Context: an optimization exercise on an open-source flow, tuned for small area, a short achievable clock period and few clock cycles per item. The choices shown serve that exercise and are no tape-out recipe. The RTL was checked by simulation tests, not by an equivalence proof against the original design. No activity file was given, so power comes from the tool's default toggle rates.

==> flow/design.v, too long to show whole: its modules and the start of the top module <==
// module rv32_add: 30 lines
// module rv32_alu_pipe: 40 lines
// module rv32_booth_enc: 16 lines
// module rv32_mul_pipe: 33 lines
// module rv32_clz32: 33 lines
// module rv32_div: 93 lines
// module rv32_mul_tree: 1767 lines
// module rv32_result_merge: 110 lines
// module rv32_exec_cluster: 134 lines
module rv32_exec_cluster (
    input  logic                   clk_i,
    input  logic                   rst_n_i,
    input  logic                   issue_valid_i,
    input  rv32_isa_pkg::exec_op_e issue_op_i,
    input  logic [32-1:0]       issue_a_i,
    input  logic [32-1:0]       issue_b_i,
    input  rv32_flow_pkg::tag_t    issue_tag_i,
    output logic                   issue_credit_o,
    input  logic                   res_credit_i,
    output logic                   res_valid_o,
    output rv32_flow_pkg::tag_t    res_tag_o,
    output logic [32-1:0]       res_data_o
);
  // ...
==> flow/flow/run.sh <==
#!/bin/bash
# The standard layout, with its timing repair aimed further below the clock
# period than config.mk's settings allow (a setup margin of 5.8 ns).
set -euo pipefail
bash standard.sh SETUP_SLACK_MARGIN=5.8 finish > standard_flow.log 2>&1
==> flow/standard.sh <==
#!/bin/bash
# synth_recipe.tcl (not shown) runs the flow's synth.tcl, then flattens the netlist and writes it again
# the make line also repeats each setting of config.mk as NAME=value (left out here)
make -C /OpenROAD-flow-scripts/flow DESIGN_CONFIG=/design/flow/config.mk WORK_HOME=/design/flow/orfs CLKGATE_MAP_FILE= SYNTH_SCRIPT=/design/flow/synth_recipe.tcl "${@:-finish}"
==> flow/config.mk <==
export PLATFORM = sky130hd
export DESIGN_NAME = rv32_exec_cluster
export DESIGN_NICKNAME = rv32_exec_cluster
export VERILOG_FILES = /design/flow/design.v
export SDC_FILE = /design/flow/constraint.sdc
export NUM_CORES = 4
export LEC_CHECK = 0
export CAP_MARGIN = 20
export CORE_MARGIN = 2
export CORE_UTILIZATION = 40
export SLEW_MARGIN = 20
==> flow/constraint.sdc <==
create_clock -name core_clock -period 10.0 [get_ports {clk_i}]
set_input_delay 2.0000 -clock core_clock [delete_from_list [all_inputs] [get_ports {clk_i}]]
set_output_delay 2.0000 -clock core_clock [all_outputs]
set_load 0.01 [all_outputs]
==> reports/metrics.yaml, run 1 <==
power.switching_mw: 10.8
p_comb_share_pct: 67.2
largestRegisters: "rv32_result_merge_i.d_a_o (128), rv32_result_merge_i.d_b_o (128), rv32_mul_pipe_i.m_s (64)"
clk_share_pct: 3.52
grt_pass1_wl_um: 425000
reg2reg_from: "i_nega"
synth_edf_count: 337
grt_util_met3_pct: 11.1
hold_violations: 0
avgSynthCellArea_um2: 9.48
outcome: "no timing/DRC/antenna violations"
drv_slew: 0
p_int_mw: 11.2
core_mm2: 0.171
grt_usage_pct: 33.3
cts_root_buf: "clkbuf_16"
diodes: 15
yosysWarnings: 12
powerSeq_mw: 3.97
r2r_end: "rv32_result_merge_i.d_a_o[0]"
hold_path.class: "reg2reg"
dpl_cell_area_mm2: 0.0722
synth_xor_area_share_pct: 11.1
placement.io_buffers: 114
fin_util_pct: 47.6
fin_hold_ws_ps: 365
dieHeight_um: 419
synth_top_area_share_pct: 15.0
cp_num_buf_inv: 3
cts.htree.levels: 3
cts.sinks: 684
largest_cell_class: "multi-input combinational cells"
busiest_layer: "met2"
n_fill_cell: 15700
start_util_pct: 40.2
pwr-share-clk_pct: 14.8
yosys.area_share.simple_pct: 9.11
dp.cells: 9230
place_ws_ps: 2310
die_x_um: 419
holdCritStartpoint: "i_mhi"
setup_viol: 0
rsz0062_at_grt: "yes"
Testbench counts, summed over its fixed seeds: cycles 12,584, items 12,000.
==> module rv32_mul_pipe, before the edit <==
module rv32_mul_pipe (
    input  logic                 clk_i,
    input  logic                 rst_n_i,
    input  logic                 valid_i,
    input  logic                 hi_i,       
    input  logic [32:0]       x_i,        
    input  logic [16:0]          one_i,      
    input  logic [16:0]          two_i,
    input  logic [16:0]          neg_i,
    input  rv32_flow_pkg::slot_t slot_i,
    output logic                 valid_o,
    output rv32_flow_pkg::slot_t slot_o,
    output logic [32-1:0]     res_o
);
    logic [2*32-1:0] t_s, t_c;
    logic [2*32-1:0] m_s, m_c, prod;
    logic               m_hi;
    rv32_mul_tree rv32_mul_tree_i (.x(x_i), .bone(one_i), .btwo(two_i), .bneg(neg_i),
                                   .s(t_s), .c(t_c));
    always_ff @(posedge clk_i) begin
        if (!rst_n_i) valid_o <= 1'b0;
        else          valid_o <= valid_i;
    end
    always_ff @(posedge clk_i) begin
        m_s    <= t_s;
        m_c    <= t_c;
        m_hi   <= hi_i;
        slot_o <= slot_i;
    end
    logic prod_co;
    rv32_add #(.W(2*32)) rv32_add_i (.a_i(m_s), .b_i(m_c), .ci_i(1'b0), .s_o(prod), .co_o(prod_co));
    assign res_o = m_hi ? prod[2*32-1:32] : prod[32-1:0];
endmodule
==> module rv32_div, before the edit <==
module rv32_div (
    input  logic                                       clk_i,
    input  logic                                       rst_n_i,
    input  logic                                       any_i,     
    input  rv32_flow_pkg::slot_t                       pick_i,    
    input  logic [rv32_flow_pkg::NSLOT-1:0][32-1:0] a_i,       
    input  logic [rv32_flow_pkg::NSLOT-1:0][32-1:0] b_i,       
    input  logic [rv32_flow_pkg::NSLOT-1:0]            negq_i,
    input  logic [rv32_flow_pkg::NSLOT-1:0]            negr_i,
    input  logic [rv32_flow_pkg::NSLOT-1:0]            rem_i,
    input  logic [rv32_flow_pkg::NSLOT-1:0][3:0]       sh_i,      
    output logic                                       start_o,   
    output logic                                       fin_o,     
    output rv32_flow_pkg::slot_t                       fin_slot_o,
    output logic [32-1:0]                           res_o
);
    rv32_flow_pkg::dv_state_e state;
    logic                 start;
    logic [32-1:0]     pa, pb;
    logic [3:0]           psh;
    logic [32-1:0]     r, q, d;
    logic [3:0]           cnt;
    logic                 negq, negr, is_rem;
    logic [1:0]           qq;
    logic [32-1:0]     r_nx;
    logic [32-1:0]     fin_val;
    logic                 fin_neg;
    assign start   = any_i && (state != rv32_flow_pkg::DV_ITER);
    assign start_o = start;
    assign pa    = a_i[pick_i];
    assign pb    = b_i[pick_i];
    assign psh   = sh_i[pick_i];
    logic [32-1:0] t1;
    logic [32:0]   t2;
    logic [32+1:0] t3, c3s, c3c;
    logic             ge1, ge2, ge3;
    rv32_add #(.W(32)) rv32_add_t1 (.a_i(r), .b_i(~d), .ci_i(1'b1), .s_o(t1), .co_o(ge1));
    rv32_add #(.W(32+1)) rv32_add_t2 (.a_i({1'b0, r}), .b_i(~{d, 1'b0}), .ci_i(1'b1),
                                         .s_o(t2), .co_o(ge2));
    assign c3s = {2'b0, r} ^ ~{2'b0, d} ^ ~{1'b0, d, 1'b0};
    assign c3c = ({2'b0, r} & ~{2'b0, d}) | ({2'b0, r} & ~{1'b0, d, 1'b0}) | (~{2'b0, d} & ~{1'b0, d, 1'b0});
    rv32_add #(.W(32+2)) rv32_add_t3 (.a_i(c3s), .b_i({c3c[32:0], 1'b1}), .ci_i(1'b1),
                                         .s_o(t3), .co_o(ge3));
    always_comb begin
        if (ge3)      begin qq = 2'd3; r_nx = t3[32-1:0]; end
        else if (ge2) begin qq = 2'd2; r_nx = t2[32-1:0]; end
        else if (ge1) begin qq = 2'd1; r_nx = t1; end
        else          begin qq = 2'd0; r_nx = r; end
    end
    always_ff @(posedge clk_i) begin
        if (!rst_n_i) begin
            state <= rv32_flow_pkg::DV_IDLE;
        end else if (start) begin
            state <= rv32_flow_pkg::DV_ITER;
        end else if (state == rv32_flow_pkg::DV_ITER) begin
            if (cnt == 4'd0) state <= rv32_flow_pkg::DV_FIN;
        end else begin
            state <= rv32_flow_pkg::DV_IDLE;
        end
    end
    always_ff @(posedge clk_i) begin
        if (start) begin
            fin_slot_o <= pick_i;
            negq       <= negq_i[pick_i];
            negr       <= negr_i[pick_i];
            is_rem     <= rem_i[pick_i];
        end
    end
    always_ff @(posedge clk_i) begin
        if (start) begin
            r <= pa;
        end else if (state == rv32_flow_pkg::DV_ITER) begin
            r <= r_nx;
        end
    end
    always_ff @(posedge clk_i) begin
        if (start) begin
            d   <= pb << {psh, 1'b0};
            q   <= '0;
            cnt <= psh;
        end else begin
            d   <= {2'b0, d[32-1:2]};
            q   <= {q[32-3:0], qq};
            cnt <= cnt - 4'd1;
        end
    end
    assign fin_o   = (state == rv32_flow_pkg::DV_FIN);
    assign fin_val = is_rem ? r : q;
    assign fin_neg = is_rem ? negr : negq;
    logic fin_co;
    rv32_add #(.W(32)) rv32_add_fin (.a_i(fin_val ^ {32{fin_neg}}), .b_i('0), .ci_i(fin_neg),
                                        .s_o(res_o), .co_o(fin_co));
endmodule
==> module rv32_result_merge, before the edit <==
module rv32_result_merge (
    input  logic                                       clk_i,
    input  logic                                       rst_n_i,
    input  logic                                       x_valid_i,
    input  logic                                       x_done_i,    
    input  logic                                       x_div_i,     
    input  logic [32-1:0]                           x_a_i,
    input  logic [32-1:0]                           x_b_i,
    input  logic                                       x_negq_i,
    input  logic                                       x_negr_i,
    input  logic                                       x_rem_i,
    input  logic [3:0]                                 x_sh_i,      
    input  rv32_flow_pkg::tag_t                        x_tag_i,
    output rv32_flow_pkg::slot_t                       x_slot_o,
    input  logic                                       m_valid_i,
    input  rv32_flow_pkg::slot_t                       m_slot_i,
    input  logic [32-1:0]                           m_data_i,
    output logic                                       d_any_o,     
    output rv32_flow_pkg::slot_t                       d_pick_o,    
    output logic [rv32_flow_pkg::NSLOT-1:0][32-1:0] d_a_o,
    output logic [rv32_flow_pkg::NSLOT-1:0][32-1:0] d_b_o,
    output logic [rv32_flow_pkg::NSLOT-1:0]            d_negq_o,
    output logic [rv32_flow_pkg::NSLOT-1:0]            d_negr_o,
    output logic [rv32_flow_pkg::NSLOT-1:0]            d_rem_o,
    output logic [rv32_flow_pkg::NSLOT-1:0][3:0]       d_sh_o,
    input  logic                                       d_start_i,   
    input  logic                                       d_fin_i,
    input  rv32_flow_pkg::slot_t                       d_slot_i,
    input  logic [32-1:0]                           d_data_i,
    input  logic                                       res_credit_i,
    output logic                                       res_valid_o,
    output rv32_flow_pkg::tag_t                        res_tag_o,
    output logic [32-1:0]                           res_data_o,
    output logic                                       issue_credit_o
);
    localparam int NS = rv32_flow_pkg::NSLOT;
    logic [NS-1:0]          busy, done, dwait;
    logic [NS-1:0]          busy_nx, done_nx, dwait_nx;
    rv32_flow_pkg::tag_t    tag [NS];
    rv32_flow_pkg::credit_t credits;   
    rv32_flow_pkg::slot_t   out_slot, out_nx, pick_nx;
    logic                   pop;
    always_comb begin
        x_slot_o = '0;
        for (int i = NS - 1; i >= 0; i--) if (!busy[i]) x_slot_o = rv32_flow_pkg::slot_t'(i);
    end
    assign pop = (done != '0) && (credits != '0);
    always_comb begin
        busy_nx  = busy;
        done_nx  = done;
        dwait_nx = dwait;
        if (pop) begin
            busy_nx[out_slot] = 1'b0;
            done_nx[out_slot] = 1'b0;
        end
        if (d_start_i) dwait_nx[d_pick_o] = 1'b0;
        if (m_valid_i) done_nx[m_slot_i] = 1'b1;
        if (d_fin_i)   done_nx[d_slot_i] = 1'b1;
        if (x_valid_i) begin
            busy_nx[x_slot_o]  = 1'b1;
            done_nx[x_slot_o]  = x_done_i;
            dwait_nx[x_slot_o] = x_div_i;
        end
        out_nx  = '0;
        pick_nx = '0;
        for (int i = NS - 1; i >= 0; i--) begin
            if (done_nx[i])  out_nx  = rv32_flow_pkg::slot_t'(i);
            if (dwait_nx[i]) pick_nx = rv32_flow_pkg::slot_t'(i);
        end
    end
    always_ff @(posedge clk_i) begin
        if (!rst_n_i) begin
            busy    <= '0;
            done    <= '0;
            dwait   <= '0;
            credits <= '0;
        end else begin
            busy    <= busy_nx;
            done    <= done_nx;
            dwait   <= dwait_nx;
            credits <= credits + rv32_flow_pkg::credit_t'(res_credit_i) - rv32_flow_pkg::credit_t'(pop);
        end
    end
    always_ff @(posedge clk_i) begin
        out_slot <= out_nx;
        d_pick_o <= pick_nx;
    end
    assign d_any_o = (dwait != '0);
    always_ff @(posedge clk_i) begin
        for (int i = 0; i < NS; i++) begin
            if (x_valid_i && x_slot_o == rv32_flow_pkg::slot_t'(i)) begin
                d_a_o[i]    <= x_a_i;
                d_b_o[i]    <= x_b_i;
                d_negq_o[i] <= x_negq_i;
                d_negr_o[i] <= x_negr_i;
                d_rem_o[i]  <= x_rem_i;
                d_sh_o[i]   <= x_sh_i;
                tag[i]      <= x_tag_i;
            end else if (m_valid_i && m_slot_i == rv32_flow_pkg::slot_t'(i)) begin
                d_a_o[i]    <= m_data_i;
            end else if (d_fin_i && d_slot_i == rv32_flow_pkg::slot_t'(i)) begin
                d_a_o[i]    <= d_data_i;
            end
        end
    end
    assign res_valid_o    = pop;
    assign res_tag_o      = tag[out_slot];
    assign res_data_o     = d_a_o[out_slot];
    assign issue_credit_o = pop;
endmodule
==> module rv32_exec_cluster, before the edit <==
module rv32_exec_cluster (
    input  logic                   clk_i,
    input  logic                   rst_n_i,
    input  logic                   issue_valid_i,
    input  rv32_isa_pkg::exec_op_e issue_op_i,
    input  logic [32-1:0]       issue_a_i,
    input  logic [32-1:0]       issue_b_i,
    input  rv32_flow_pkg::tag_t    issue_tag_i,
    output logic                   issue_credit_o,
    input  logic                   res_credit_i,
    output logic                   res_valid_o,
    output rv32_flow_pkg::tag_t    res_tag_o,
    output logic [32-1:0]       res_data_o
);
    localparam int NS = rv32_flow_pkg::NSLOT;
    logic                   i_valid, i_mul, i_div, i_mhi, i_sx, i_nega, i_negb;
    rv32_isa_pkg::exec_op_e i_op;
    logic [32-1:0]       i_a, i_b;
    rv32_flow_pkg::tag_t    i_tag;
    logic [16:0]            i_bone, i_btwo, i_bneg;
    logic [16:0]            e_one, e_two, e_neg;
    rv32_booth_enc rv32_booth_enc_i (.y_i({(issue_op_i == rv32_isa_pkg::OP_MULH) && issue_b_i[32-1],
                                           issue_b_i}),
                                     .one_o(e_one),
                                     .two_o(e_two),
                                     .neg_o(e_neg));
    always_ff @(posedge clk_i) begin
        if (!rst_n_i) i_valid <= 1'b0;
        else          i_valid <= issue_valid_i;
    end
    always_ff @(posedge clk_i) begin
        i_op   <= issue_op_i;
        i_a    <= issue_a_i;
        i_b    <= issue_b_i;
        i_tag  <= issue_tag_i;
        i_mul  <= rv32_isa_pkg::is_muldiv(issue_op_i) && !issue_op_i[2];
        i_div  <= rv32_isa_pkg::is_muldiv(issue_op_i) && issue_op_i[2];
        i_mhi  <= (issue_op_i[1:0] != 2'b00);
        i_sx   <= (issue_op_i != rv32_isa_pkg::OP_MULHU) && issue_a_i[32-1];
        i_nega <= !issue_op_i[0] && issue_a_i[32-1];
        i_negb <= !issue_op_i[0] && issue_b_i[32-1];
        i_bone <= e_one;
        i_btwo <= e_two;
        i_bneg <= e_neg;
    end
    logic [32-1:0]     alu_res, abs_a, abs_b, x_a;
    rv32_flow_pkg::slot_t x_slot;
    rv32_alu_pipe rv32_alu_pipe_i (.op_i(i_op), .a_i(i_a), .b_i(i_b), .res_o(alu_res));
    logic abs_a_co, abs_b_co;
    rv32_add #(.W(32)) rv32_add_abs_a (.a_i(i_a ^ {32{i_nega}}), .b_i('0), .ci_i(i_nega),
                                          .s_o(abs_a), .co_o(abs_a_co));
    rv32_add #(.W(32)) rv32_add_abs_b (.a_i(i_b ^ {32{i_negb}}), .b_i('0), .ci_i(i_negb),
                                          .s_o(abs_b), .co_o(abs_b_co));
    assign x_a   = !i_div ? alu_res : x_short ? short_res : abs_a;
    logic [5:0]       za, zb, zd;
    logic             x_div0, x_short;
    logic [32-1:0] short_res;
    rv32_clz32 rv32_clz32_a (.x_i(abs_a), .n_o(za));
    rv32_clz32 rv32_clz32_b (.x_i(abs_b), .n_o(zb));
    assign zd        = zb - za;
    assign x_div0    = (zb == 6'd32);
    assign x_short   = x_div0 || (zb < za);
    assign short_res = i_op[1] ? i_a : {32{x_div0}};
    logic                 m_valid;
    rv32_flow_pkg::slot_t m_slot;
    logic [32-1:0]     m_data;
    rv32_mul_pipe rv32_mul_pipe_i (.clk_i(clk_i),
                                   .rst_n_i(rst_n_i),
                                   .valid_i(i_valid && i_mul),
                                   .hi_i(i_mhi),
                                   .x_i({i_sx, i_a}),
                                   .one_i(i_bone),
                                   .two_i(i_btwo),
                                   .neg_i(i_bneg),
                                   .slot_i(x_slot),
                                   .valid_o(m_valid),
                                   .slot_o(m_slot),
                                   .res_o(m_data));
    logic                     d_any, d_start;
    rv32_flow_pkg::slot_t     d_pick;
    logic [NS-1:0]            d_negq, d_negr, d_rem;
    logic [NS-1:0][3:0]       d_sh;
    logic [NS-1:0][32-1:0] d_a, d_b;
    logic                     d_fin;
    rv32_flow_pkg::slot_t     d_slot;
    logic [32-1:0]         d_data;
    rv32_div rv32_div_i (.clk_i(clk_i),
                         .rst_n_i(rst_n_i),
                         .any_i(d_any),
                         .pick_i(d_pick),
                         .a_i(d_a),
                         .b_i(d_b),
                         .negq_i(d_negq),
                         .negr_i(d_negr),
                         .rem_i(d_rem),
                         .sh_i(d_sh),
                         .start_o(d_start),
                         .fin_o(d_fin),
                         .fin_slot_o(d_slot),
                         .res_o(d_data));
    rv32_result_merge rv32_result_merge_i (.clk_i(clk_i),
                                           .rst_n_i(rst_n_i),
                                           .x_valid_i(i_valid),
                                           .x_done_i(!i_mul && !(i_div && !x_short)),
                                           .x_div_i(i_div && !x_short),
                                           .x_a_i(x_a),
                                           .x_b_i(abs_b),
                                           .x_negq_i(i_nega ^ i_negb),
                                           .x_negr_i(i_nega),
                                           .x_rem_i(i_op[1]),
                                           .x_sh_i(zd[4:1]),
                                           .x_tag_i(i_tag),
                                           .x_slot_o(x_slot),
                                           .m_valid_i(m_valid),
                                           .m_slot_i(m_slot),
                                           .m_data_i(m_data),
                                           .d_any_o(d_any),
                                           .d_pick_o(d_pick),
                                           .d_a_o(d_a),
                                           .d_b_o(d_b),
                                           .d_negq_o(d_negq),
                                           .d_negr_o(d_negr),
                                           .d_rem_o(d_rem),
                                           .d_sh_o(d_sh),
                                           .d_start_i(d_start),
                                           .d_fin_i(d_fin),
                                           .d_slot_i(d_slot),
                                           .d_data_i(d_data),
                                           .res_credit_i(res_credit_i),
                                           .res_valid_o(res_valid_o),
                                           .res_tag_o(res_tag_o),
                                           .res_data_o(res_data_o),
                                           .issue_credit_o(issue_credit_o));
endmodule
==> run 2: changes to the inputs <==
--- a/flow/design.v
+++ b/flow/design.v
@@ -131,33 +131,37 @@
     input  logic [16:0]          one_i,      
     input  logic [16:0]          two_i,
     input  logic [16:0]          neg_i,
     input  rv32_flow_pkg::slot_t slot_i,
     output logic                 valid_o,
     output rv32_flow_pkg::slot_t slot_o,
     output logic [32-1:0]     res_o
 );
-    logic [2*32-1:0] t_s, t_c;
-    logic [2*32-1:0] m_s, m_c, prod;
+    logic [2*32-1:0] t_s, t_c, t_e;
+    logic [2*32-1:0] m_s, m_c, m_e, f_s, f_c, prod;
     logic               m_hi;
     rv32_mul_tree rv32_mul_tree_i (.x(x_i), .bone(one_i), .btwo(two_i), .bneg(neg_i),
-                                   .s(t_s), .c(t_c));
+                                   .s(t_s), .c(t_c), .e(t_e));
     always_ff @(posedge clk_i) begin
         if (!rst_n_i) valid_o <= 1'b0;
         else          valid_o <= valid_i;
     end
     always_ff @(posedge clk_i) begin
         m_s    <= t_s;
         m_c    <= t_c;
+        m_e    <= t_e;
         m_hi   <= hi_i;
         slot_o <= slot_i;
     end
     logic prod_co;
-    rv32_add #(.W(2*32)) rv32_add_i (.a_i(m_s), .b_i(m_c), .ci_i(1'b0), .s_o(prod), .co_o(prod_co));
+    assign f_s = m_s ^ m_c ^ m_e;
+    assign f_c = {((m_s[2*32-2:0] & m_c[2*32-2:0]) | (m_s[2*32-2:0] & m_e[2*32-2:0]) |
+                   (m_c[2*32-2:0] & m_e[2*32-2:0])), 1'b0};
+    rv32_add #(.W(2*32)) rv32_add_i (.a_i(f_s), .b_i(f_c), .ci_i(1'b0), .s_o(prod), .co_o(prod_co));
     assign res_o = m_hi ? prod[2*32-1:32] : prod[32-1:0];
 endmodule
 module rv32_clz32 (
     input  logic [31:0] x_i,
     output logic [5:0]  n_o
 );
     logic [15:0]      nz1, c1;
     logic [7:0]       nz2;
@@ -194,37 +198,41 @@
     input  logic                                       any_i,     
     input  rv32_flow_pkg::slot_t                       pick_i,    
     input  logic [rv32_flow_pkg::NSLOT-1:0][32-1:0] a_i,       
     input  logic [rv32_flow_pkg::NSLOT-1:0][32-1:0] b_i,       
     input  logic [rv32_flow_pkg::NSLOT-1:0]            negq_i,
     input  logic [rv32_flow_pkg::NSLOT-1:0]            negr_i,
     input  logic [rv32_flow_pkg::NSLOT-1:0]            rem_i,
     input  logic [rv32_flow_pkg::NSLOT-1:0][3:0]       sh_i,      
+    input  logic [rv32_flow_pkg::NSLOT-1:0]            short_i,   
+    input  logic [rv32_flow_pkg::NSLOT-1:0]            div0_i,    
     output logic                                       start_o,   
     output logic                                       fin_o,     
     output rv32_flow_pkg::slot_t                       fin_slot_o,
     output logic [32-1:0]                           res_o
 );
     rv32_flow_pkg::dv_state_e state;
     logic                 start;
     logic [32-1:0]     pa, pb;
     logic [3:0]           psh;
+    logic                 pdiv0;
     logic [32-1:0]     r, q, d;
     logic [3:0]           cnt;
     logic                 negq, negr, is_rem;
     logic [1:0]           qq;
     logic [32-1:0]     r_nx;
     logic [32-1:0]     fin_val;
     logic                 fin_neg;
     assign start   = any_i && (state != rv32_flow_pkg::DV_ITER);
     assign start_o = start;
     assign pa    = a_i[pick_i];
     assign pb    = b_i[pick_i];
     assign psh   = sh_i[pick_i];
+    assign pdiv0 = div0_i[pick_i];
     logic [32-1:0] t1;
     logic [32:0]   t2;
     logic [32+1:0] t3, c3s, c3c;
     logic             ge1, ge2, ge3;
     rv32_add #(.W(32)) rv32_add_t1 (.a_i(r), .b_i(~d), .ci_i(1'b1), .s_o(t1), .co_o(ge1));
     rv32_add #(.W(32+1)) rv32_add_t2 (.a_i({1'b0, r}), .b_i(~{d, 1'b0}), .ci_i(1'b1),
                                          .s_o(t2), .co_o(ge2));
     assign c3s = {2'b0, r} ^ ~{2'b0, d} ^ ~{1'b0, d, 1'b0};
@@ -236,42 +244,42 @@
         else if (ge2) begin qq = 2'd2; r_nx = t2[32-1:0]; end
         else if (ge1) begin qq = 2'd1; r_nx = t1; end
         else          begin qq = 2'd0; r_nx = r; end
     end
     always_ff @(posedge clk_i) begin
         if (!rst_n_i) begin
             state <= rv32_flow_pkg::DV_IDLE;
         end else if (start) begin
-            state <= rv32_flow_pkg::DV_ITER;
+            state <= short_i[pick_i] ? rv32_flow_pkg::DV_FIN : rv32_flow_pkg::DV_ITER;
         end else if (state == rv32_flow_pkg::DV_ITER) begin
             if (cnt == 4'd0) state <= rv32_flow_pkg::DV_FIN;
         end else begin
             state <= rv32_flow_pkg::DV_IDLE;
         end
     end
     always_ff @(posedge clk_i) begin
         if (start) begin
             fin_slot_o <= pick_i;
-            negq       <= negq_i[pick_i];
+            negq       <= negq_i[pick_i] && !pdiv0;
             negr       <= negr_i[pick_i];
             is_rem     <= rem_i[pick_i];
         end
     end
     always_ff @(posedge clk_i) begin
         if (start) begin
             r <= pa;
         end else if (state == rv32_flow_pkg::DV_ITER) begin
             r <= r_nx;
         end
     end
     always_ff @(posedge clk_i) begin
         if (start) begin
             d   <= pb << {psh, 1'b0};
-            q   <= '0;
+            q   <= pdiv0 ? '1 : '0;
             cnt <= psh;
         end else begin
             d   <= {2'b0, d[32-1:2]};
             q   <= {q[32-3:0], qq};
             cnt <= cnt - 4'd1;
         end
     end
     assign fin_o   = (state == rv32_flow_pkg::DV_FIN);
@@ -282,17 +290,18 @@
                                         .s_o(res_o), .co_o(fin_co));
 endmodule
 module rv32_mul_tree (
     input  logic [32:0] x,
     input  logic [16:0] bone,    
     input  logic [16:0] btwo,    
     input  logic [16:0] bneg,    
     output logic [63:0] s,
-    output logic [63:0] c
+    output logic [63:0] c,
+    output logic [63:0] e
 );
     wire w0 = (((bone[0] & x[0]) | (btwo[0] & 1'b0)) ^ bneg[0]);
     wire w1 = (((bone[0] & x[1]) | (btwo[0] & x[0])) ^ bneg[0]);
     wire w2 = (((bone[0] & x[2]) | (btwo[0] & x[1])) ^ bneg[0]);
     wire w3 = (((bone[0] & x[3]) | (btwo[0] & x[2])) ^ bneg[0]);
     wire w4 = (((bone[0] & x[4]) | (btwo[0] & x[3])) ^ bneg[0]);
     wire w5 = (((bone[0] & x[5]) | (btwo[0] & x[4])) ^ bneg[0]);
     wire w6 = (((bone[0] & x[6]) | (btwo[0] & x[5])) ^ bneg[0]);
@@ -1790,295 +1799,239 @@
     wire w1498 = w1381 ^ w1383 ^ w1384;
     wire w1499 = (w1381 & w1383) | (w1381 & w1384) | (w1383 & w1384);
     wire w1500 = w1385 ^ w1386 ^ w572;
     wire w1501 = (w1385 & w1386) | (w1385 & w572) | (w1386 & w572);
     wire w1502 = w1387 ^ w509 ^ w541;
     wire w1503 = (w1387 & w509) | (w1387 & w541) | (w509 & w541);
     wire w1504 = w542 ^ w574;
     wire w1505 = w542 & w574;
-    wire w1506 = w2 ^ w34;
-    wire w1507 = w2 & w34;
-    wire w1508 = w3 ^ w35;
-    wire w1509 = w3 & w35;
-    wire w1510 = w1388 ^ w68 ^ bneg[2];
-    wire w1511 = (w1388 & w68) | (w1388 & bneg[2]) | (w68 & bneg[2]);
-    wire w1512 = w1389 ^ w1390 ^ w69;
-    wire w1513 = (w1389 & w1390) | (w1389 & w69) | (w1390 & w69);
-    wire w1514 = w1391 ^ w1392 ^ bneg[3];
-    wire w1515 = (w1391 & w1392) | (w1391 & bneg[3]) | (w1392 & bneg[3]);
-    wire w1516 = w1393 ^ w1394 ^ w103;
-    wire w1517 = (w1393 & w1394) | (w1393 & w103) | (w1394 & w103);
-    wire w1518 = w1395 ^ w1396 ^ bneg[4];
-    wire w1519 = (w1395 & w1396) | (w1395 & bneg[4]) | (w1396 & bneg[4]);
-    wire w1520 = w1397 ^ w1398 ^ w1186;
-    wire w1521 = (w1397 & w1398) | (w1397 & w1186) | (w1398 & w1186);
-    wire w1522 = w1399 ^ w1400 ^ w1190;
-    wire w1523 = (w1399 & w1400) | (w1399 & w1190) | (w1400 & w1190);
-    wire w1524 = w1401 ^ w1402 ^ w1194;
-    wire w1525 = (w1401 & w1402) | (w1401 & w1194) | (w1402 & w1194);
-    wire w1526 = w1403 ^ w1404 ^ w1198;
-    wire w1527 = (w1403 & w1404) | (w1403 & w1198) | (w1404 & w1198);
-    wire w1528 = w1405 ^ w1406 ^ w1202;
-    wire w1529 = (w1405 & w1406) | (w1405 & w1202) | (w1406 & w1202);
-    wire w1530 = w1407 ^ w1408 ^ w1206;
-    wire w1531 = (w1407 & w1408) | (w1407 & w1206) | (w1408 & w1206);
-    wire w1532 = w1409 ^ w1410 ^ w1210;
-    wire w1533 = (w1409 & w1410) | (w1409 & w1210) | (w1410 & w1210);
-    wire w1534 = w1411 ^ w1412 ^ w1214;
-    wire w1535 = (w1411 & w1412) | (w1411 & w1214) | (w1412 & w1214);
-    wire w1536 = w1413 ^ w1414 ^ w1218;
-    wire w1537 = (w1413 & w1414) | (w1413 & w1218) | (w1414 & w1218);
-    wire w1538 = w1415 ^ w1416 ^ w1222;
-    wire w1539 = (w1415 & w1416) | (w1415 & w1222) | (w1416 & w1222);
-    wire w1540 = w1417 ^ w1418 ^ w1226;
-    wire w1541 = (w1417 & w1418) | (w1417 & w1226) | (w1418 & w1226);
-    wire w1542 = w1419 ^ w1420 ^ w1230;
-    wire w1543 = (w1419 & w1420) | (w1419 & w1230) | (w1420 & w1230);
-    wire w1544 = w1421 ^ w1422 ^ w1234;
-    wire w1545 = (w1421 & w1422) | (w1421 & w1234) | (w1422 & w1234);
-    wire w1546 = w1423 ^ w1424 ^ w1238;
-    wire w1547 = (w1423 & w1424) | (w1423 & w1238) | (w1424 & w1238);
-    wire w1548 = w1425 ^ w1426 ^ w1242;
-    wire w1549 = (w1425 & w1426) | (w1425 & w1242) | (w1426 & w1242);
-    wire w1550 = w1427 ^ w1428 ^ w1246;
-    wire w1551 = (w1427 & w1428) | (w1427 & w1246) | (w1428 & w1246);
-    wire w1552 = w1429 ^ w1430 ^ w1250;
-    wire w1553 = (w1429 & w1430) | (w1429 & w1250) | (w1430 & w1250);
-    wire w1554 = w1431 ^ w1432 ^ w1254;
-    wire w1555 = (w1431 & w1432) | (w1431 & w1254) | (w1432 & w1254);
-    wire w1556 = w1433 ^ w1434 ^ w1258;
-    wire w1557 = (w1433 & w1434) | (w1433 & w1258) | (w1434 & w1258);
-    wire w1558 = w1435 ^ w1436 ^ w1262;
-    wire w1559 = (w1435 & w1436) | (w1435 & w1262) | (w1436 & w1262);
-    wire w1560 = w1437 ^ w1438 ^ w1266;
-    wire w1561 = (w1437 & w1438) | (w1437 & w1266) | (w1438 & w1266);
-    wire w1562 = w1439 ^ w1440 ^ w1270;
-    wire w1563 = (w1439 & w1440) | (w1439 & w1270) | (w1440 & w1270);
-    wire w1564 = w1441 ^ w1442 ^ w1274;
-    wire w1565 = (w1441 & w1442) | (w1441 & w1274) | (w1442 & w1274);
-    wire w1566 = w1443 ^ w1444 ^ w1278;
-    wire w1567 = (w1443 & w1444) | (w1443 & w1278) | (w1444 & w1278);
-    wire w1568 = w1445 ^ w1446 ^ w1282;
-    wire w1569 = (w1445 & w1446) | (w1445 & w1282) | (w1446 & w1282);
-    wire w1570 = w1447 ^ w1448 ^ w1286;
-    wire w1571 = (w1447 & w1448) | (w1447 & w1286) | (w1448 & w1286);
-    wire w1572 = w1449 ^ w1450 ^ w1290;
-    wire w1573 = (w1449 & w1450) | (w1449 & w1290) | (w1450 & w1290);
-    wire w1574 = w1451 ^ w1452 ^ w1294;
-    wire w1575 = (w1451 & w1452) | (w1451 & w1294) | (w1452 & w1294);
-    wire w1576 = w1453 ^ w1454 ^ w1298;
-    wire w1577 = (w1453 & w1454) | (w1453 & w1298) | (w1454 & w1298);
-    wire w1578 = w1455 ^ w1456 ^ w1302;
-    wire w1579 = (w1455 & w1456) | (w1455 & w1302) | (w1456 & w1302);
-    wire w1580 = w1457 ^ w1458 ^ w1306;
-    wire w1581 = (w1457 & w1458) | (w1457 & w1306) | (w1458 & w1306);
-    wire w1582 = w1459 ^ w1460 ^ w1310;
-    wire w1583 = (w1459 & w1460) | (w1459 & w1310) | (w1460 & w1310);
-    wire w1584 = w1461 ^ w1462 ^ w1314;
-    wire w1585 = (w1461 & w1462) | (w1461 & w1314) | (w1462 & w1314);
-    wire w1586 = w1463 ^ w1464 ^ w1318;
-    wire w1587 = (w1463 & w1464) | (w1463 & w1318) | (w1464 & w1318);
-    wire w1588 = w1465 ^ w1466 ^ w1322;
-    wire w1589 = (w1465 & w1466) | (w1465 & w1322) | (w1466 & w1322);
-    wire w1590 = w1467 ^ w1468 ^ w1326;
-    wire w1591 = (w1467 & w1468) | (w1467 & w1326) | (w1468 & w1326);
-    wire w1592 = w1469 ^ w1470 ^ w1330;
-    wire w1593 = (w1469 & w1470) | (w1469 & w1330) | (w1470 & w1330);
-    wire w1594 = w1471 ^ w1472 ^ w1334;
-    wire w1595 = (w1471 & w1472) | (w1471 & w1334) | (w1472 & w1334);
-    wire w1596 = w1473 ^ w1474 ^ w1338;
-    wire w1597 = (w1473 & w1474) | (w1473 & w1338) | (w1474 & w1338);
-    wire w1598 = w1475 ^ w1476 ^ w1342;
-    wire w1599 = (w1475 & w1476) | (w1475 & w1342) | (w1476 & w1342);
-    wire w1600 = w1477 ^ w1478 ^ w1346;
-    wire w1601 = (w1477 & w1478) | (w1477 & w1346) | (w1478 & w1346);
-    wire w1602 = w1479 ^ w1480 ^ w1350;
-    wire w1603 = (w1479 & w1480) | (w1479 & w1350) | (w1480 & w1350);
-    wire w1604 = w1481 ^ w1482 ^ w1354;
-    wire w1605 = (w1481 & w1482) | (w1481 & w1354) | (w1482 & w1354);
-    wire w1606 = w1483 ^ w1484 ^ w1358;
-    wire w1607 = (w1483 & w1484) | (w1483 & w1358) | (w1484 & w1358);
-    wire w1608 = w1485 ^ w1486 ^ w1362;
-    wire w1609 = (w1485 & w1486) | (w1485 & w1362) | (w1486 & w1362);
-    wire w1610 = w1487 ^ w1488 ^ w1366;
-    wire w1611 = (w1487 & w1488) | (w1487 & w1366) | (w1488 & w1366);
-    wire w1612 = w1489 ^ w1490 ^ w1370;
-    wire w1613 = (w1489 & w1490) | (w1489 & w1370) | (w1490 & w1370);
-    wire w1614 = w1491 ^ w1492 ^ w1374;
-    wire w1615 = (w1491 & w1492) | (w1491 & w1374) | (w1492 & w1374);
-    wire w1616 = w1493 ^ w1494 ^ w1378;
-    wire w1617 = (w1493 & w1494) | (w1493 & w1378) | (w1494 & w1378);
-    wire w1618 = w1495 ^ w1496 ^ w1382;
-    wire w1619 = (w1495 & w1496) | (w1495 & w1382) | (w1496 & w1382);
-    wire w1620 = w1497 ^ w1498 ^ w571;
-    wire w1621 = (w1497 & w1498) | (w1497 & w571) | (w1498 & w571);
-    wire w1622 = w1499 ^ w1500 ^ 1'b1;
-    wire w1623 = (w1499 & w1500) | (w1499 & 1'b1) | (w1500 & 1'b1);
-    wire w1624 = w1501 ^ w1502 ^ w573;
-    wire w1625 = (w1501 & w1502) | (w1501 & w573) | (w1502 & w573);
-    wire w1626 = w1503 ^ w1504 ^ 1'b1;
-    wire w1627 = (w1503 & w1504) | (w1503 & 1'b1) | (w1504 & 1'b1);
-    wire w1628 = w1505 ^ w543 ^ w575;
-    wire w1629 = (w1505 & w543) | (w1505 & w575) | (w543 & w575);
     assign s[0] = w0;
     assign c[0] = bneg[0];
+    assign e[0] = 1'b0;
     assign s[1] = w1;
     assign c[1] = 1'b0;
-    assign s[2] = w1506;
-    assign c[2] = bneg[1];
-    assign s[3] = w1507;
-    assign c[3] = w1508;
-    assign s[4] = w1509;
-    assign c[4] = w1510;
-    assign s[5] = w1511;
-    assign c[5] = w1512;
-    assign s[6] = w1513;
-    assign c[6] = w1514;
-    assign s[7] = w1515;
-    assign c[7] = w1516;
-    assign s[8] = w1517;
-    assign c[8] = w1518;
-    assign s[9] = w1519;
-    assign c[9] = w1520;
-    assign s[10] = w1521;
-    assign c[10] = w1522;
-    assign s[11] = w1523;
-    assign c[11] = w1524;
-    assign s[12] = w1525;
-    assign c[12] = w1526;
-    assign s[13] = w1527;
-    assign c[13] = w1528;
-    assign s[14] = w1529;
-    assign c[14] = w1530;
-    assign s[15] = w1531;
-    assign c[15] = w1532;
-    assign s[16] = w1533;
-    assign c[16] = w1534;
-    assign s[17] = w1535;
-    assign c[17] = w1536;
-    assign s[18] = w1537;
-    assign c[18] = w1538;
-    assign s[19] = w1539;
-    assign c[19] = w1540;
-    assign s[20] = w1541;
-    assign c[20] = w1542;
-    assign s[21] = w1543;
-    assign c[21] = w1544;
-    assign s[22] = w1545;
-    assign c[22] = w1546;
-    assign s[23] = w1547;
-    assign c[23] = w1548;
-    assign s[24] = w1549;
-    assign c[24] = w1550;
-    assign s[25] = w1551;
-    assign c[25] = w1552;
-    assign s[26] = w1553;
-    assign c[26] = w1554;
-    assign s[27] = w1555;
-    assign c[27] = w1556;
-    assign s[28] = w1557;
-    assign c[28] = w1558;
-    assign s[29] = w1559;
-    assign c[29] = w1560;
-    assign s[30] = w1561;
-    assign c[30] = w1562;
-    assign s[31] = w1563;
-    assign c[31] = w1564;
-    assign s[32] = w1565;
-    assign c[32] = w1566;
-    assign s[33] = w1567;
-    assign c[33] = w1568;
-    assign s[34] = w1569;
-    assign c[34] = w1570;
-    assign s[35] = w1571;
-    assign c[35] = w1572;
-    assign s[36] = w1573;
-    assign c[36] = w1574;
-    assign s[37] = w1575;
-    assign c[37] = w1576;
-    assign s[38] = w1577;
-    assign c[38] = w1578;
-    assign s[39] = w1579;
-    assign c[39] = w1580;
-    assign s[40] = w1581;
-    assign c[40] = w1582;
-    assign s[41] = w1583;
-    assign c[41] = w1584;
-    assign s[42] = w1585;
-    assign c[42] = w1586;
-    assign s[43] = w1587;
-    assign c[43] = w1588;
-    assign s[44] = w1589;
-    assign c[44] = w1590;
-    assign s[45] = w1591;
-    assign c[45] = w1592;
-    assign s[46] = w1593;
-    assign c[46] = w1594;
-    assign s[47] = w1595;
-    assign c[47] = w1596;
-    assign s[48] = w1597;
-    assign c[48] = w1598;
-    assign s[49] = w1599;
-    assign c[49] = w1600;
-    assign s[50] = w1601;
-    assign c[50] = w1602;
-    assign s[51] = w1603;
-    assign c[51] = w1604;
-    assign s[52] = w1605;
-    assign c[52] = w1606;
-    assign s[53] = w1607;
-    assign c[53] = w1608;
-    assign s[54] = w1609;
-    assign c[54] = w1610;
-    assign s[55] = w1611;
-    assign c[55] = w1612;
-    assign s[56] = w1613;
-    assign c[56] = w1614;
-    assign s[57] = w1615;
-    assign c[57] = w1616;
-    assign s[58] = w1617;
-    assign c[58] = w1618;
-    assign s[59] = w1619;
-    assign c[59] = w1620;
-    assign s[60] = w1621;
-    assign c[60] = w1622;
-    assign s[61] = w1623;
-    assign c[61] = w1624;
-    assign s[62] = w1625;
-    assign c[62] = w1626;
-    assign s[63] = w1627;
-    assign c[63] = w1628;
+    assign e[1] = 1'b0;
+    assign s[2] = w2;
+    assign c[2] = w34;
+    assign e[2] = bneg[1];
+    assign s[3] = w3;
+    assign c[3] = w35;
+    assign e[3] = 1'b0;
+    assign s[4] = w1388;
+    assign c[4] = w68;
+    assign e[4] = bneg[2];
+    assign s[5] = w1389;
+    assign c[5] = w1390;
+    assign e[5] = w69;
+    assign s[6] = w1391;
+    assign c[6] = w1392;
+    assign e[6] = bneg[3];
+    assign s[7] = w1393;
+    assign c[7] = w1394;
+    assign e[7] = w103;
+    assign s[8] = w1395;
+    assign c[8] = w1396;
+    assign e[8] = bneg[4];
+    assign s[9] = w1397;
+    assign c[9] = w1398;
+    assign e[9] = w1186;
+    assign s[10] = w1399;
+    assign c[10] = w1400;
+    assign e[10] = w1190;
+    assign s[11] = w1401;
+    assign c[11] = w1402;
+    assign e[11] = w1194;
+    assign s[12] = w1403;
+    assign c[12] = w1404;
+    assign e[12] = w1198;
+    assign s[13] = w1405;
+    assign c[13] = w1406;
+    assign e[13] = w1202;
+    assign s[14] = w1407;
+    assign c[14] = w1408;
+    assign e[14] = w1206;
+    assign s[15] = w1409;
+    assign c[15] = w1410;
+    assign e[15] = w1210;
+    assign s[16] = w1411;
+    assign c[16] = w1412;
+    assign e[16] = w1214;
+    assign s[17] = w1413;
+    assign c[17] = w1414;
+    assign e[17] = w1218;
+    assign s[18] = w1415;
+    assign c[18] = w1416;
+    assign e[18] = w1222;
+    assign s[19] = w1417;
+    assign c[19] = w1418;
+    assign e[19] = w1226;
+    assign s[20] = w1419;
+    assign c[20] = w1420;
+    assign e[20] = w1230;
+    assign s[21] = w1421;
+    assign c[21] = w1422;
+    assign e[21] = w1234;
+    assign s[22] = w1423;
+    assign c[22] = w1424;
+    assign e[22] = w1238;
+    assign s[23] = w1425;
+    assign c[23] = w1426;
+    assign e[23] = w1242;
+    assign s[24] = w1427;
+    assign c[24] = w1428;
+    assign e[24] = w1246;
+    assign s[25] = w1429;
+    assign c[25] = w1430;
+    assign e[25] = w1250;
+    assign s[26] = w1431;
+    assign c[26] = w1432;
+    assign e[26] = w1254;
+    assign s[27] = w1433;
+    assign c[27] = w1434;
+    assign e[27] = w1258;
+    assign s[28] = w1435;
+    assign c[28] = w1436;
+    assign e[28] = w1262;
+    assign s[29] = w1437;
+    assign c[29] = w1438;
+    assign e[29] = w1266;
+    assign s[30] = w1439;
+    assign c[30] = w1440;
+    assign e[30] = w1270;
+    assign s[31] = w1441;
+    assign c[31] = w1442;
+    assign e[31] = w1274;
+    assign s[32] = w1443;
+    assign c[32] = w1444;
+    assign e[32] = w1278;
+    assign s[33] = w1445;
+    assign c[33] = w1446;
+    assign e[33] = w1282;
+    assign s[34] = w1447;
+    assign c[34] = w1448;
+    assign e[34] = w1286;
+    assign s[35] = w1449;
+    assign c[35] = w1450;
+    assign e[35] = w1290;
+    assign s[36] = w1451;
+    assign c[36] = w1452;
+    assign e[36] = w1294;
+    assign s[37] = w1453;
+    assign c[37] = w1454;
+    assign e[37] = w1298;
+    assign s[38] = w1455;
+    assign c[38] = w1456;
+    assign e[38] = w1302;
+    assign s[39] = w1457;
+    assign c[39] = w1458;
+    assign e[39] = w1306;
+    assign s[40] = w1459;
+    assign c[40] = w1460;
+    assign e[40] = w1310;
+    assign s[41] = w1461;
+    assign c[41] = w1462;
+    assign e[41] = w1314;
+    assign s[42] = w1463;
+    assign c[42] = w1464;
+    assign e[42] = w1318;
+    assign s[43] = w1465;
+    assign c[43] = w1466;
+    assign e[43] = w1322;
+    assign s[44] = w1467;
+    assign c[44] = w1468;
+    assign e[44] = w1326;
+    assign s[45] = w1469;
+    assign c[45] = w1470;
+    assign e[45] = w1330;
+    assign s[46] = w1471;
+    assign c[46] = w1472;
+    assign e[46] = w1334;
+    assign s[47] = w1473;
+    assign c[47] = w1474;
+    assign e[47] = w1338;
+    assign s[48] = w1475;
+    assign c[48] = w1476;
+    assign e[48] = w1342;
+    assign s[49] = w1477;
+    assign c[49] = w1478;
+    assign e[49] = w1346;
+    assign s[50] = w1479;
+    assign c[50] = w1480;
+    assign e[50] = w1350;
+    assign s[51] = w1481;
+    assign c[51] = w1482;
+    assign e[51] = w1354;
+    assign s[52] = w1483;
+    assign c[52] = w1484;
+    assign e[52] = w1358;
+    assign s[53] = w1485;
+    assign c[53] = w1486;
+    assign e[53] = w1362;
+    assign s[54] = w1487;
+    assign c[54] = w1488;
+    assign e[54] = w1366;
+    assign s[55] = w1489;
+    assign c[55] = w1490;
+    assign e[55] = w1370;
+    assign s[56] = w1491;
+    assign c[56] = w1492;
+    assign e[56] = w1374;
+    assign s[57] = w1493;
+    assign c[57] = w1494;
+    assign e[57] = w1378;
+    assign s[58] = w1495;
+    assign c[58] = w1496;
+    assign e[58] = w1382;
+    assign s[59] = w1497;
+    assign c[59] = w1498;
+    assign e[59] = w571;
+    assign s[60] = w1499;
+    assign c[60] = w1500;
+    assign e[60] = 1'b1;
+    assign s[61] = w1501;
+    assign c[61] = w1502;
+    assign e[61] = w573;
+    assign s[62] = w1503;
+    assign c[62] = w1504;
+    assign e[62] = 1'b1;
+    assign s[63] = w1505;
+    assign c[63] = w543;
+    assign e[63] = w575;
 endmodule
 `timescale 1ns/1ns
 module rv32_result_merge (
     input  logic                                       clk_i,
     input  logic                                       rst_n_i,
     input  logic                                       x_valid_i,
     input  logic                                       x_done_i,    
     input  logic                                       x_div_i,     
     input  logic [32-1:0]                           x_a_i,
     input  logic [32-1:0]                           x_b_i,
     input  logic                                       x_negq_i,
     input  logic                                       x_negr_i,
     input  logic                                       x_rem_i,
     input  logic [3:0]                                 x_sh_i,      
+    input  logic                                       x_short_i,   
+    input  logic                                       x_div0_i,
     input  rv32_flow_pkg::tag_t                        x_tag_i,
     output rv32_flow_pkg::slot_t                       x_slot_o,
     input  logic                                       m_valid_i,
     input  rv32_flow_pkg::slot_t                       m_slot_i,
     input  logic [32-1:0]                           m_data_i,
     output logic                                       d_any_o,     
     output rv32_flow_pkg::slot_t                       d_pick_o,    
     output logic [rv32_flow_pkg::NSLOT-1:0][32-1:0] d_a_o,
     output logic [rv32_flow_pkg::NSLOT-1:0][32-1:0] d_b_o,
     output logic [rv32_flow_pkg::NSLOT-1:0]            d_negq_o,
     output logic [rv32_flow_pkg::NSLOT-1:0]            d_negr_o,
     output logic [rv32_flow_pkg::NSLOT-1:0]            d_rem_o,
     output logic [rv32_flow_pkg::NSLOT-1:0][3:0]       d_sh_o,
+    output logic [rv32_flow_pkg::NSLOT-1:0]            d_short_o,
+    output logic [rv32_flow_pkg::NSLOT-1:0]            d_div0_o,
     input  logic                                       d_start_i,   
     input  logic                                       d_fin_i,
     input  rv32_flow_pkg::slot_t                       d_slot_i,
     input  logic [32-1:0]                           d_data_i,
     input  logic                                       res_credit_i,
     output logic                                       res_valid_o,
     output rv32_flow_pkg::tag_t                        res_tag_o,
     output logic [32-1:0]                           res_data_o,
@@ -2141,16 +2094,18 @@
         for (int i = 0; i < NS; i++) begin
             if (x_valid_i && x_slot_o == rv32_flow_pkg::slot_t'(i)) begin
                 d_a_o[i]    <= x_a_i;
                 d_b_o[i]    <= x_b_i;
                 d_negq_o[i] <= x_negq_i;
                 d_negr_o[i] <= x_negr_i;
                 d_rem_o[i]  <= x_rem_i;
                 d_sh_o[i]   <= x_sh_i;
+                d_short_o[i] <= x_short_i;
+                d_div0_o[i] <= x_div0_i;
                 tag[i]      <= x_tag_i;
             end else if (m_valid_i && m_slot_i == rv32_flow_pkg::slot_t'(i)) begin
                 d_a_o[i]    <= m_data_i;
             end else if (d_fin_i && d_slot_i == rv32_flow_pkg::slot_t'(i)) begin
                 d_a_o[i]    <= d_data_i;
             end
         end
     end
@@ -2208,26 +2163,24 @@
     logic [32-1:0]     alu_res, abs_a, abs_b, x_a;
     rv32_flow_pkg::slot_t x_slot;
     rv32_alu_pipe rv32_alu_pipe_i (.op_i(i_op), .a_i(i_a), .b_i(i_b), .res_o(alu_res));
     logic abs_a_co, abs_b_co;
     rv32_add #(.W(32)) rv32_add_abs_a (.a_i(i_a ^ {32{i_nega}}), .b_i('0), .ci_i(i_nega),
                                           .s_o(abs_a), .co_o(abs_a_co));
     rv32_add #(.W(32)) rv32_add_abs_b (.a_i(i_b ^ {32{i_negb}}), .b_i('0), .ci_i(i_negb),
                                           .s_o(abs_b), .co_o(abs_b_co));
-    assign x_a   = !i_div ? alu_res : x_short ? short_res : abs_a;
-    logic [5:0]       za, zb, zd;
-    logic             x_div0, x_short;
-    logic [32-1:0] short_res;
+    assign x_a   = i_div ? abs_a : alu_res;
+    logic [5:0] za, zb, zd;
+    logic       x_div0, x_short;
     rv32_clz32 rv32_clz32_a (.x_i(abs_a), .n_o(za));
     rv32_clz32 rv32_clz32_b (.x_i(abs_b), .n_o(zb));
-    assign zd        = zb - za;
-    assign x_div0    = (zb == 6'd32);
-    assign x_short   = x_div0 || (zb < za);
-    assign short_res = i_op[1] ? i_a : {32{x_div0}};
+    assign zd      = zb - za;
+    assign x_div0  = (zb == 6'd32);
+    assign x_short = x_div0 || (zb < za);
     logic                 m_valid;
     rv32_flow_pkg::slot_t m_slot;
     logic [32-1:0]     m_data;
     rv32_mul_pipe rv32_mul_pipe_i (.clk_i(clk_i),
                                    .rst_n_i(rst_n_i),
                                    .valid_i(i_valid && i_mul),
                                    .hi_i(i_mhi),
                                    .x_i({i_sx, i_a}),
@@ -2235,60 +2188,66 @@
                                    .two_i(i_btwo),
                                    .neg_i(i_bneg),
                                    .slot_i(x_slot),
                                    .valid_o(m_valid),
                                    .slot_o(m_slot),
                                    .res_o(m_data));
     logic                     d_any, d_start;
     rv32_flow_pkg::slot_t     d_pick;
-    logic [NS-1:0]            d_negq, d_negr, d_rem;
+    logic [NS-1:0]            d_negq, d_negr, d_rem, d_short, d_div0;
     logic [NS-1:0][3:0]       d_sh;
     logic [NS-1:0][32-1:0] d_a, d_b;
     logic                     d_fin;
     rv32_flow_pkg::slot_t     d_slot;
     logic [32-1:0]         d_data;
     rv32_div rv32_div_i (.clk_i(clk_i),
                          .rst_n_i(rst_n_i),
                          .any_i(d_any),
                          .pick_i(d_pick),
                          .a_i(d_a),
                          .b_i(d_b),
                          .negq_i(d_negq),
                          .negr_i(d_negr),
                          .rem_i(d_rem),
                          .sh_i(d_sh),
+                         .short_i(d_short),
+                         .div0_i(d_div0),
                          .start_o(d_start),
                          .fin_o(d_fin),
                          .fin_slot_o(d_slot),
                          .res_o(d_data));
     rv32_result_merge rv32_result_merge_i (.clk_i(clk_i),
                                            .rst_n_i(rst_n_i),
                                            .x_valid_i(i_valid),
-                                           .x_done_i(!i_mul && !(i_div && !x_short)),
-                                           .x_div_i(i_div && !x_short),
+                                           .x_done_i(!i_mul && !i_div),
+                                           .x_div_i(i_div),
                                            .x_a_i(x_a),
                                            .x_b_i(abs_b),
                                            .x_negq_i(i_nega ^ i_negb),
                                            .x_negr_i(i_nega),
                                            .x_rem_i(i_op[1]),
                                            .x_sh_i(zd[4:1]),
+                                           .x_short_i(x_short),
+                                           .x_div0_i(x_div0),
                                            .x_tag_i(i_tag),
                                            .x_slot_o(x_slot),
                                            .m_valid_i(m_valid),
                                            .m_slot_i(m_slot),
                                            .m_data_i(m_data),
                                            .d_any_o(d_any),
                                            .d_pick_o(d_pick),
                                            .d_a_o(d_a),
                                            .d_b_o(d_b),
                                            .d_negq_o(d_negq),
                                            .d_negr_o(d_negr),
                                            .d_rem_o(d_rem),
                                            .d_sh_o(d_sh),
+                                           .d_short_o(d_short),
+                                           .d_div0_o(d_div0),
                                            .d_start_i(d_start),
                                            .d_fin_i(d_fin),
                                            .d_slot_i(d_slot),
                                            .d_data_i(d_data),
                                            .res_credit_i(res_credit_i),
                                            .res_valid_o(res_valid_o),
                                            .res_tag_o(res_tag_o),
                                            .res_data_o(res_data_o),
==> flow/run.sh (new file) <==
#!/bin/bash
# synth_recipe.tcl (not shown) runs the flow's synth.tcl, then flattens the netlist and writes it again
# the make line also repeats each setting of config.mk as NAME=value (left out here)
make -C /OpenROAD-flow-scripts/flow DESIGN_CONFIG=/design/flow/config.mk WORK_HOME=/design/flow/orfs CLKGATE_MAP_FILE= SYNTH_SCRIPT=/design/flow/synth_recipe.tcl finish
==> flow/config.mk (replaced) <==
export PLATFORM = sky130hd
export DESIGN_NAME = rv32_exec_cluster
export DESIGN_NICKNAME = rv32_exec_cluster
export VERILOG_FILES = /design/flow/design.v
export SDC_FILE = /design/flow/constraint.sdc
export NUM_CORES = 4
export LEC_CHECK = 0
export CAP_MARGIN = 20
export CORE_MARGIN = 2
export CORE_UTILIZATION = 55
export SETUP_SLACK_MARGIN = 5
export SLEW_MARGIN = 20
removed: flow/flow/run.sh
removed: flow/standard.sh
==> run 2 against run 1 <==
Net effect:
- global-route usage is 7.9 points higher
- sequential power grew 11%
- core utilization is 13 points higher
- highest routed layer unchanged
- design area decreased by 7.3%
- synthesized cell count is 3.3% lower
==> reports/metrics.yaml, run 2 <==
dieArea_mm2: 0.129  # was 0.176 mm2
clock_latency_ps: 750  # about the same
path_class: "reg2reg"  # unchanged
async_flop_share_pct: 0  # unchanged
grt_pass1_wl_um: 387000  # was 425,000 um
die_x_um: 359  # was 419 um
crit_fanout: 9  # was 6
synth_edf_count: 345  # was 337
powerDensity_mw_per_mm2: 296  # was 270 mW/mm2
cts.sinks: 751  # was 684
synth_nets: 7982  # was 8,220
yosysMostFrequentCell: "a22oi_1"  # was inv_1
netlist_top_cells_count: "a22oi_1 (558), inv_1 (553), xnor2_1 (531)"  # was inv_1 (718), a22oi_1 (530), fa_1 (515)
grt_usage_pct: 41.2  # was 33.3%
clockBufferDepth: 3  # unchanged
drt-pass1-iter-count: 7  # unchanged
yosys.area.top_type: "edfxtp_1"  # was fa_1
cts_inserted_buffers: 92  # was 83
syn_to_final_growth_pct: 9.12  # was 18.2%
start_util_pct: 55.3  # was 40.2%
fin_hold_ws_ps: 323  # was 365 ps
setup_viol: 0  # unchanged
place.gp.congestion: 0.988  # was 1.00
dieHeight_um: 359  # was 419 um
dp_hpwl_um: 184000  # was 191,000 um
hold_violations: 0  # unchanged
cp-start-kind: "flip-flop"  # unchanged
ios: 115  # unchanged
placement.io_buffers: 114  # unchanged
endpoint_kind: "flip-flop"  # unchanged
hold_path.class: "reg2reg"  # unchanged
drt_iter0_markers: 8166  # was 8,165
mostFrequentLayoutCell: "a22oi_1"  # was inv_1
cts.clk_slew.worst_paths_ps: 70  # was 60 ps
rows: 130  # was 152
fin_tns_setup_ps: 0  # unchanged
synth_cells: 7033  # was 7,276
wl_per_cell_um: 31.3  # was 30.8 um
drv_slew: 0  # unchanged
vias: 58000  # was 60.8k
synthFlopType: "dfxtp_1"  # unchanged
rsz0062_at_grt: "yes"  # unchanged
avgSynthCellArea_um2: 9.84  # was 9.48 um2
cts_tree: "yes"  # unchanged
min_period_over_period_pct: 49.0  # was 58.6%
yosysWarnings: 12  # unchanged
grt_max_degree: 78  # was 74
min_period_ps: 4900  # was 5860 ps
via_per_inst: 6.76  # was 6.28
critPathRequiredTime_ps: 10590  # was 10,460 ps
skew_ps: 43.2  # was 49.3 ps
leakage_nw: 29.7  # was 32.2 nW
max_freq_mhz: 204  # was 171 MHz
syn-cell-area_mm2: 0.0692  # was 0.0689 mm2
synth_area_leaders: "edfxtp_1 (15%), fa_1 (15%), dfxtp_1 (12%), xnor2_1 (6.7%), ha_1 (6.4%)"  # was fa_1 (15%), edfxtp_1 (15%), dfxtp_1 (10%), ha_1 (6.4%), xnor2_1 (6.3%)
nets: 7788  # was 8,226
tightest_slew_ps: 1280  # was 1250 ps
cp.arrival_ps: 5490  # was 6320 ps
outcome: "no timing/DRC/antenna violations"  # unchanged
drive_gt1_share_pct: 11.0  # was 19.3%
ant_nets: 0  # unchanged
synth_top_area_share_pct: 15.0  # about the same
cts.htree.levels: 3  # unchanged
yosys.cell_types.count: 100  # was 105
cts_hold_buf: 0  # unchanged
irDropWorstVdd_v: 0.000309  # was 0.000539 V
slew_headroom_pct: 13.9  # was 15.7%
grt_overflow: 0  # unchanged
cts_root_buf: "clkbuf_16"  # unchanged
core_mm2: 0.125  # was 0.171 mm2
ys_seq_area_share_pct: 26.7  # was 24.8%
ys_ff_latch: 751  # was 684
first_global_vias: 56900  # was 59.7k
largestRegisters: "rv32_result_merge_i.d_a_o (128), rv32_result_merge_i.d_b_o (128), rv32_mul_pipe_i.m_s (64)"  # unchanged
layout_common_cells: "a22oi_1 (557), inv_1 (548), xnor2_1 (527)"  # was inv_1 (649), a22oi_1 (473), xnor2_1 (472)
wl_um: 268000  # was 298,000 um
antenna_found_initial: 13  # was 27
drv_cap: 0  # unchanged
drcViolationCount: 0  # unchanged
==> run 2: cell count changes after synthesis, sizes merged, moves of 33 or more <==
cell,previous run,this run
dfxtp,347,406
inv,722,559
nor2,352,308
o21ai,375,277
xnor2,498,531
a21o,90,125
nand2,377,332
and2,71,34
==> run 2: final timing paths <==
check / from / to / slack [ps] / cells past startpoint
setup / recovery: rv32_mul_pipe_i.m_e[2] / rv32_result_merge_i.d_a_o[77] / 5100 / 13
hold / removal: i_mhi / rv32_mul_pipe_i.m_hi / 320 / 0
setup reg to reg: rv32_mul_pipe_i.m_e[2] / rv32_result_merge_i.d_a_o[77] / 5100 / 13
hold reg to reg: i_mhi / rv32_mul_pipe_i.m_hi / 320 / 0
==> run 2: cell families (layout without fill, tap and decap cells) <==
family	after synthesis	after routing	share of synthesized area [%]
other	1	9	0.00542
multiplexers	382	382	8.25
flip-flops	751	751	26.7
XOR/XNOR	885	885	11.2
AO/OA/AOI/OAI	1822	1822	17.9
AND/OR/NAND/NOR	1145	1146	8.01
buffers and inverters	1171	1055	6.55
adder cells (fa/ha/maj)	876	876	21.4
==> run 2: area by class of cell <==
| class | instances | area, um2 |
|---|---|---|
| Antenna cell | 8 | 20.0 |
| Inverter | 567 | 2150 |
| Multi-Input combinational cell | 5112 | 46700 |
| Clock buffer | 116 | 2560 |
| Tap cell | 1650 | 2060 |
| Timing Repair inverter | 1 | 5.00 |
| Timing Repair Buffer | 314 | 2880 |
| Sequential cell | 751 | 18600 |
| Fill cell | 10700 | 49700 |
| Clock inverter | 57 | 581 |
==> run 2: metal layers <==
layer / track usage, % / wire (um)
met1: 56.0 / 106000
met4: 17.7 / 14000
met3: 13.7 / 35400
met5: 0 / 191
met2: 60.1 / 113000
==> run 2: per-stage QoR <==
stage	cells	cell area [um2]	util [%]	setup WS, ps	total power, mW
2_1_floorplan	7033	69400	-	5000	13.3
3_3_place_gp	8367	71600	57.1	4530	18.1
3_5_place_dp	8367	71600	57.1	4530	18.2
4_1_cts	8547	75000	59.9	5010	21.8
5_1_grt	8570	75500	60.3	4940	23.8
6_report	8576	75500	60.3	5100	22.3
==> run 2: timing repair <==
item	CTS	global route
endpoints found under the hold margin	0	0
setup buffers	5	15
gates resized for setup	50	76
pin swaps	2	13
cloned	2	6
endpoints found under the setup margin	105	155
==> run 2: power breakdown <==
| part | switching [mW] | total, mW | internal, mW |
|---|---|---|---|
| registers | 0.387 | 4.39 | 4.00 |
| logic | 9.09 | 14.4 | 5.32 |
| clock network | 1.52 | 3.53 | 2.01 |
| total | 11.0 | 22.3 | 11.3 |
==> run 2: critical path, stage by stage, from the launching register on <==
cell	delay [ps]
dfxtp_1	320
fa_1	420
ha_1	320
a31oi_1	150
o21bai_1	230
nand4_1	200
a211oi_1	450
o2111ai_2	370
and2_2	410
o31ai_1	550
nor2_1	110
xnor2_1	820
a22oi_1	220
a21oi_1	180
Testbench counts of run 2, summed over its fixed seeds: cycles 12,930, items 12,000.

## re-timing with driven ports
No port has a modelled driver above. Below, the same layouts with a new extraction and two added sets of constraints. Step 1 (the two cells are an assumption about what drives the block):
set clk [get_ports {clk_i}]
set_driving_cell -lib_cell sky130_fd_sc_hd__clkbuf_16 $clk
set_driving_cell -lib_cell sky130_fd_sc_hd__buf_2 [delete_from_list [all_inputs] $clk]
Step 2 also shifts input and output timing later by t, the mid clock arrival at the registers, as if the neighbouring blocks saw the same clock. a / b / c = no drivers / after step 1 / after step 2; a / b = the first two.
| run | shift t [ns] | slack for setup (ns) | latest minus earliest clock arrival (ns) | pins driven straight from the clock port |
|---|---|---|---|---|
| run 1 | 0.815 | 4.143 / 4.143 / 4.143 | 0.049 / 0.049 | 1 |
| run 2 | 0.801 | 5.098 / 5.039 / 5.098 | 0.043 / 0.043 | 1 |
After both steps setup and hold are still met in every run listed.
